Context: an optimization exercise on an open-source flow, tuned for small area, a short achievable clock period and few clock cycles per item. The choices shown serve that exercise and are no tape-out recipe. In this exercise RTL edits were held to simulation tests only and were not proved equivalent to the original. Power and IR drop assume default switching activity.

`run.sh`:
```
#!/bin/bash
# synth_recipe.tcl (not shown) runs the flow's synth.tcl, then flattens the netlist and writes it again
# the make line also repeats each setting of config.mk as NAME=value (left out here)
make -C /OpenROAD-flow-scripts/flow DESIGN_CONFIG=/design/flow/config.mk WORK_HOME=/design/flow/orfs CLKGATE_MAP_FILE= SYNTH_SCRIPT=/design/flow/synth_recipe.tcl finish
```
`config.mk`:
```
export PLATFORM = sky130hd
export DESIGN_NAME = alu_exec_unit
export DESIGN_NICKNAME = alu_exec_unit
export VERILOG_FILES = /design/flow/design.v
export SDC_FILE = /design/flow/constraint.sdc
export NUM_CORES = 4
export LEC_CHECK = 0
export CAP_MARGIN = 20
export CORE_MARGIN = 2
export CORE_UTILIZATION = 25
export GPL_ROUTABILITY_DRIVEN = 1
export PLACE_DENSITY = 0.35
export SLEW_MARGIN = 20
```
`constraint.sdc`:
```
create_clock -name core_clock -period 5.0 [get_ports {i_clock}]
set_input_delay 1.0000 -clock core_clock [delete_from_list [all_inputs] [get_ports {i_clock}]]
set_output_delay 1.0000 -clock core_clock [all_outputs]
set_load 0.01 [all_outputs]
```
`design.v`:
```
module alu_exec_unit #(
    parameter  int WIDTH = 64,
    parameter  int DEPTH = 32,
    localparam int AW    = $clog2(DEPTH)
) (
    input  logic             i_clock,
    input  logic             i_reset_n,
    input  logic             i_cmd_valid,
    output logic             o_cmd_ready,
    input  logic [2:0]       i_cmd_op,
    input  logic [AW-1:0]    i_cmd_rs1,
    input  logic [AW-1:0]    i_cmd_rs2,
    input  logic [AW-1:0]    i_cmd_rd,
    input  logic             i_ld_valid,
    input  logic [AW-1:0]    i_ld_addr,
    input  logic [WIDTH-1:0] i_ld_data,
    output logic             o_rsp_valid,
    output logic [WIDTH-1:0] o_rsp_result,
    output logic             o_rsp_carry,
    output logic             o_rsp_overflow,
    output logic             o_rsp_zero,
    output logic             o_rsp_illegal
);
    logic [WIDTH-1:0]   r_regs [DEPTH];
    logic [DEPTH-1:0]   r_written;
    logic               r_d_v;
    logic [2:0]         r_d_op;
    logic [AW-1:0]      r_d_rs1;
    logic [AW-1:0]      r_d_rs2;
    logic [AW-1:0]      r_d_rd;
    logic               r_e_v;
    logic               r_e_we;
    logic [AW-1:0]      r_e_rd;
    logic [WIDTH-1:0]   r_e_a;
    logic [WIDTH-1:0]   r_e_b;
    logic               r_e_fwd_a;
    logic               r_e_fwd_b;
    logic               r_e_and;
    logic               r_e_or;
    logic               r_e_nor;
    logic               r_e_arith;
    logic               r_e_slt;
    logic               r_e_sub;
    logic               r_e_illegal;
    logic               r_w_v;
    logic               r_w_we;
    logic [AW-1:0]      r_w_rd;
    logic [WIDTH-1:0]   r_result;
    logic               r_carry;
    logic               r_ovf;
    logic               r_zero;
    logic               r_illegal;
    logic               w_accept;
    logic               w_load;
    logic [WIDTH-1:0]   w_rf_a;
    logic [WIDTH-1:0]   w_rf_b;
    logic [WIDTH-1:0]   w_d_a;
    logic [WIDTH-1:0]   w_d_b;
    logic               w_d_legal;
    logic [WIDTH-1:0]   w_a;
    logic [WIDTH-1:0]   w_b;
    logic [WIDTH-1:0]   w_bx;
    logic [WIDTH+1:0]   w_sum;
    logic               w_ovf;
    logic               w_slt;
    logic [WIDTH-1:0]   w_result;
    logic               w_wen;
    logic [AW-1:0]      w_waddr;
    logic [WIDTH-1:0]   w_wdata;
    assign o_cmd_ready = ~i_ld_valid;
    assign w_accept    = i_cmd_valid & ~i_ld_valid;
    assign w_load      = i_ld_valid & (i_ld_addr != '0);
    assign o_rsp_valid    = r_w_v;
    assign o_rsp_result   = r_result;
    assign o_rsp_carry    = r_carry;
    assign o_rsp_overflow = r_ovf;
    assign o_rsp_zero     = r_zero;
    assign o_rsp_illegal  = r_illegal;
    assign w_wen   = r_w_we | w_load;
    assign w_waddr = r_w_we ? r_w_rd : i_ld_addr;
    assign w_wdata = r_w_we ? r_result : i_ld_data;
    always_ff @(posedge i_clock) begin
        for (int i = 1; i < DEPTH; i++)
            if (w_wen && w_waddr == AW'(i)) r_regs[i] <= w_wdata;
    end
    always_ff @(posedge i_clock or negedge i_reset_n) begin
        if (!i_reset_n) r_written <= '0;
        else if (w_wen && w_waddr != '0) r_written[w_waddr] <= 1'b1;
    end
    assign w_rf_a = r_written[r_d_rs1] ? r_regs[r_d_rs1] : '0;
    assign w_rf_b = r_written[r_d_rs2] ? r_regs[r_d_rs2] : '0;
    always_ff @(posedge i_clock or negedge i_reset_n) begin
        if (!i_reset_n) r_d_v <= 1'b0;
        else            r_d_v <= w_accept;
    end
    always_ff @(posedge i_clock) begin
        r_d_op  <= i_cmd_op;
        r_d_rs1 <= i_cmd_rs1;
        r_d_rs2 <= i_cmd_rs2;
        r_d_rd  <= i_cmd_rd;
    end
    assign w_d_a = (r_w_we && r_w_rd == r_d_rs1) ? r_result : w_rf_a;
    assign w_d_b = (r_w_we && r_w_rd == r_d_rs2) ? r_result : w_rf_b;
    assign w_d_legal = (r_d_op[2:1] != 2'b11);
    always_ff @(posedge i_clock or negedge i_reset_n) begin
        if (!i_reset_n) begin
            r_e_v  <= 1'b0;
            r_e_we <= 1'b0;
        end else begin
            r_e_v  <= r_d_v;
            r_e_we <= r_d_v & w_d_legal & (r_d_rd != '0);
        end
    end
    always_ff @(posedge i_clock) begin
        r_e_rd      <= r_d_rd;
        r_e_a       <= w_d_a;
        r_e_b       <= w_d_b;
        r_e_fwd_a   <= r_e_we && (r_e_rd == r_d_rs1);
        r_e_fwd_b   <= r_e_we && (r_e_rd == r_d_rs2);
        r_e_and     <= (r_d_op == 3'b000);
        r_e_or      <= (r_d_op == 3'b001);
        r_e_arith   <= (r_d_op[2:1] == 2'b01);
        r_e_slt     <= (r_d_op == 3'b100);
        r_e_nor     <= (r_d_op == 3'b101);
        r_e_sub     <= (r_d_op == 3'b011) | (r_d_op == 3'b100);
        r_e_illegal <= ~w_d_legal;
    end
    assign w_a  = r_e_fwd_a ? r_result : r_e_a;
    assign w_b  = r_e_fwd_b ? r_result : r_e_b;
    assign w_bx = w_b ^ {WIDTH{r_e_sub}};
    assign w_sum = {1'b0, w_a, 1'b1} + {1'b0, w_bx, r_e_sub};
    assign w_ovf = (w_a[WIDTH-1] == w_bx[WIDTH-1]) & (w_sum[WIDTH] != w_a[WIDTH-1]);
    assign w_slt = w_sum[WIDTH] ^ w_ovf;
    assign w_result = ({WIDTH{r_e_and}}   & (w_a & w_b))
                    | ({WIDTH{r_e_or}}    & (w_a | w_b))
                    | ({WIDTH{r_e_nor}}   & ~(w_a | w_b))
                    | ({WIDTH{r_e_arith}} & w_sum[WIDTH:1])
                    | {{(WIDTH-1){1'b0}}, r_e_slt & w_slt};
    always_ff @(posedge i_clock or negedge i_reset_n) begin
        if (!i_reset_n) begin
            r_w_v  <= 1'b0;
            r_w_we <= 1'b0;
        end else begin
            r_w_v  <= r_e_v;
            r_w_we <= r_e_we;
        end
    end
    always_ff @(posedge i_clock) begin
        r_w_rd    <= r_e_rd;
        r_result  <= w_result;
        r_carry   <= r_e_arith & w_sum[WIDTH+1];
        r_ovf     <= r_e_arith & w_ovf;
        r_zero    <= (w_result == '0);
        r_illegal <= r_e_illegal;
    end
endmodule
```
==> results.toml <==
[placement]
dp.final_hpwl_um = 400000
gp_congestion = 0.906
port_buffers = 160
placed_cells = 13200

[clock_tree]
clock_latency_ps = 920
cts_buffers = 273
clk_path_buf_depth = 4
clock_sinks = 2254
cts_tree = "yes"
clkTransAtPathRegs_ps = 70
h-tree-depth = 5
cts_root_buffer = "clkbuf_16"

[critical_path]
start_kind = "flop"
critical_path_class = "reg2reg"
critPathCaptureType = "flop"
arrival_ps = 5880
cp.required_ps = 5830
crit_fanout = 8

[synth]
synth-simple-area-share_pct = 7.30
synth_top_family_by_area = "compound AO/OA/AOI/OAI gates"
synth.distinct_cells = 90
netlist_area_um2 = 100000
synth_area_leader_cell = "edfxtp_1"
synth_seq_cells = 2254
synth_area_leaders = "edfxtp_1 (60%), a22oi_1 (7.2%), dfxtp_1 (4.7%)"
synth_fa_ha_area_share_pct = 0.888
synth_edf_count = 1984
ys_seq_area_share_pct = 65.1
synth_ff_type = "edfxtp_1"
synth_xor_area_share_pct = 1.62
syn_area_per_cell_um2 = 13.6
synthMuxAreaShare_pct = 3.04
synth_top_area_share_pct = 59.5
syn_inst = 7345
synth_compound_area_share_pct = 19.7
synthArstFlopShare_pct = 1.64
synth_warnings = 66
syn-num-nets = 7507

[sta]
worst_pin_slew_ps = 1300
setup_viol = 1
rsz0062_at_grt = "true"
slew_viol_final = 0
relSlewSlack_pct = 12.5
skew_ps = 38.7
fin_ws_ps = -47.7
finalWorstPathRequiredPeriod_ps = 5050
finalHoldViolCount = 0
finalCritPeriodShare_pct = 101
fmax_ghz = 0.198

[flow_run]
drv_cap = 0

[power]
power_density_nw_per_um2 = 443
p_leak_nw = 41.9
ir_drop_v = 0.000336

[layout]
multi_input_area_um2 = 33800
final-seq-area_um2 = 65200
nets = 8417
syn_to_final_growth_pct = 26.8
finalNonFillerCells = 13800
fill_cells = 39400
drive_above_1_share_pct = 21.7
fin_util_pct = 31.8

[drt]
drtIter0Drc = 17800
drt-total-wl_um = 649000
routed-via-count = 88200
drtPass1Iterations = 10
ant_nets = 0
vias_per_cell = 6.41
route.detailed.drc = 0
routedWlPerCell_um = 47.2

[global_route]
grt_overflow = 0
grt_pass1_vias = 83800
grt_usage_pct = 30.7
grt_max_degree = 65
grt_pass1_wl_um = 837000
antenna_found_initial = 65

[floorplan]
die_y_um = 637
start_util_pct = 25.1
core_um2 = 399000
row_count = 232
num_io_pins = 161
die_area_um2 = 405000
die_width_um = 637

[run_status]
status = "complete, but fails checks"
so_faults = "negative setup slack"

[min_path]
worstHoldPathType = "in2async"
-- cell families (layout without fill, tap and decap cells) --
group	count (synthesis)	after routing
XOR/XNOR	185	185
flip-flops	2254	2254
buffers and inverters	626	1745
AND/OR/NAND/NOR	1434	1434
other	0	25
multiplexers	261	261
adder cells (fa/ha/maj)	71	71
AO/OA/AOI/OAI	2514	2514
-- worst max-delay path, stage by stage (launching register included) --
cell and delay, ps:
dfxtp_4 480, buf_8 180, buf_6 120, nor2b_4 40, a21oi_2 120, xnor2_1 80, ha_1 310, and3_4 200
buf_4 110, o31a_1 140, a21bo_2 190, a31oi_4 130, o311ai_4 290, or3b_4 470, a2111oi_4 380, buf_4 170
nor2_1 50, xnor2_1 150, a211o_1 300, or4_1 410, or4_4 430, nor4_2 200
-- synth_stat cells, types with 97 or more instances --
cell and count:
a21oi_1 220, a221oi_1 359, a222oi_1 128, a22o_1 350
a22oi_1 965, clkbuf_1 482, dfxtp_1 233, edfxtp_1 1984
mux2_2 144, mux2i_1 97, nand2_1 253, nand3_1 179
nand4_1 332, nor2_1 310, nor3_1 118, o41ai_1 131
xnor2_1 141
-- cell type report --
cell class | instances | share of cell area, %
sequential | 2254 | 51.4
multi-input combinational | 4465 | 26.6
timing repair buffer | 1202 | 9.78
clock buffer | 353 | 5.87
tap | 5265 | 5.19
clock inverter | 131 | 0.911
inverter | 59 | 0.175
antenna | 25 | 0.0493
-- final timing paths --
check                             from        end  slack [ps]  cells after the start
hold reg to reg            r_e_illegal  r_illegal         320                      0
setup reg to reg             r_e_fwd_b     r_zero         -50                     21
hold / removal               i_reset_n      r_w_v          80                      1
setup / recovery             r_e_fwd_b     r_zero         -50                     21
max in group asynchronous    i_reset_n     r_w_we        4460                      1
min in group core_clock    r_e_illegal  r_illegal         320                      0
-- what timing repair did --
action	4_1_cts	5_1_grt
setup buffers	5	2
pin swaps	8	5
endpoints found under the setup margin	1	1
hold buffers	0	0
gates resized for setup	35	23
gates cloned	2	0
-- per-stage QoR --
stage	instance area, µm²	setup slack [ps]	hold slack (ps)	total power [mW]	TNS, ps
3_5_place_dp	118000	-423	315	36.1	-423
3_3_place_gp	118000	-505	313	36.2	-505
4_1_cts	127000	-151	214	56.1	-151
5_1_grt	127000	-300	83.5	57.7	-300
6_report	127000	-47.7	78.0	56.2	-47.7
2_1_floorplan	100000	-253	310	28.3	-253
-- placed cells by master (no fill, tap or decap), drive strengths merged, types with 141 or more instances in the layout --
cell type      count
edfxtp          1984
buf             1041
a22oi            965
a221oi           359
clkbuf           353
a22o             350
nand4            332
nor2             311
nand2            253
dfxtp            233
a21oi            220
nand3            179
clkdlybuf4s50    159
mux2             144
xnor2            141
-- power breakdown --
group	internal, mW	leakage (nW)	switching, mW
Clock	11.4	4.21	8.65
Combinational	5.24	17.4	8.01
Sequential	21.9	20.3	1.06
Total	38.5	41.9	17.7
-- per-layer routing --
metal	up-vias	routed length, µm	track usage, %
met5	-	114	0
met4	16	34500	13.6
met3	1778	73800	8.51
met2	7593	279000	46.3
met1	46000	261000	40.9
li1	32700	-	-
-- sequential cells by signal, indices dropped and copies added, names as in the netlist, 3 cells and up --
signal / flops
r_d_rd: 5
r_e_rd: 5
r_d_rs1: 5
r_d_op: 3
r_regs: 1984
r_e_a: 64
r_w_rd: 5
r_written: 32
r_e_b: 64
r_d_rs2: 5
r_result: 64
Testbench counts, summed over its fixed seeds: cycles 11,232, commands 9,600.

[what the ideal ports hide]
No port has a modelled driver above. Below, the same layout with a new extraction and two added sets of constraints. Step 1: set_driving_cell puts a clkbuf_16 on i_clock and a buf_2 on each other input, an assumption about the parent block. Step 2 times the ports against the registers' clock, not the clock port: input delays grow and output delays shrink by t, the midpoint of the rising clock arrivals with the driver on. Three values: ideal, step 1, step 2; two values: the first two.
shift t [ns]: 1.022
setup WS [ns]: -0.048 / -0.048 / -0.048
hold slack, ns: 0.078 / -0.012 / 0.325
latest minus earliest clock arrival (ns): 0.057 / 0.057
For this run, drivers alone change the setup slack by 0.000 ns; drivers and shift together by 0.000 ns.
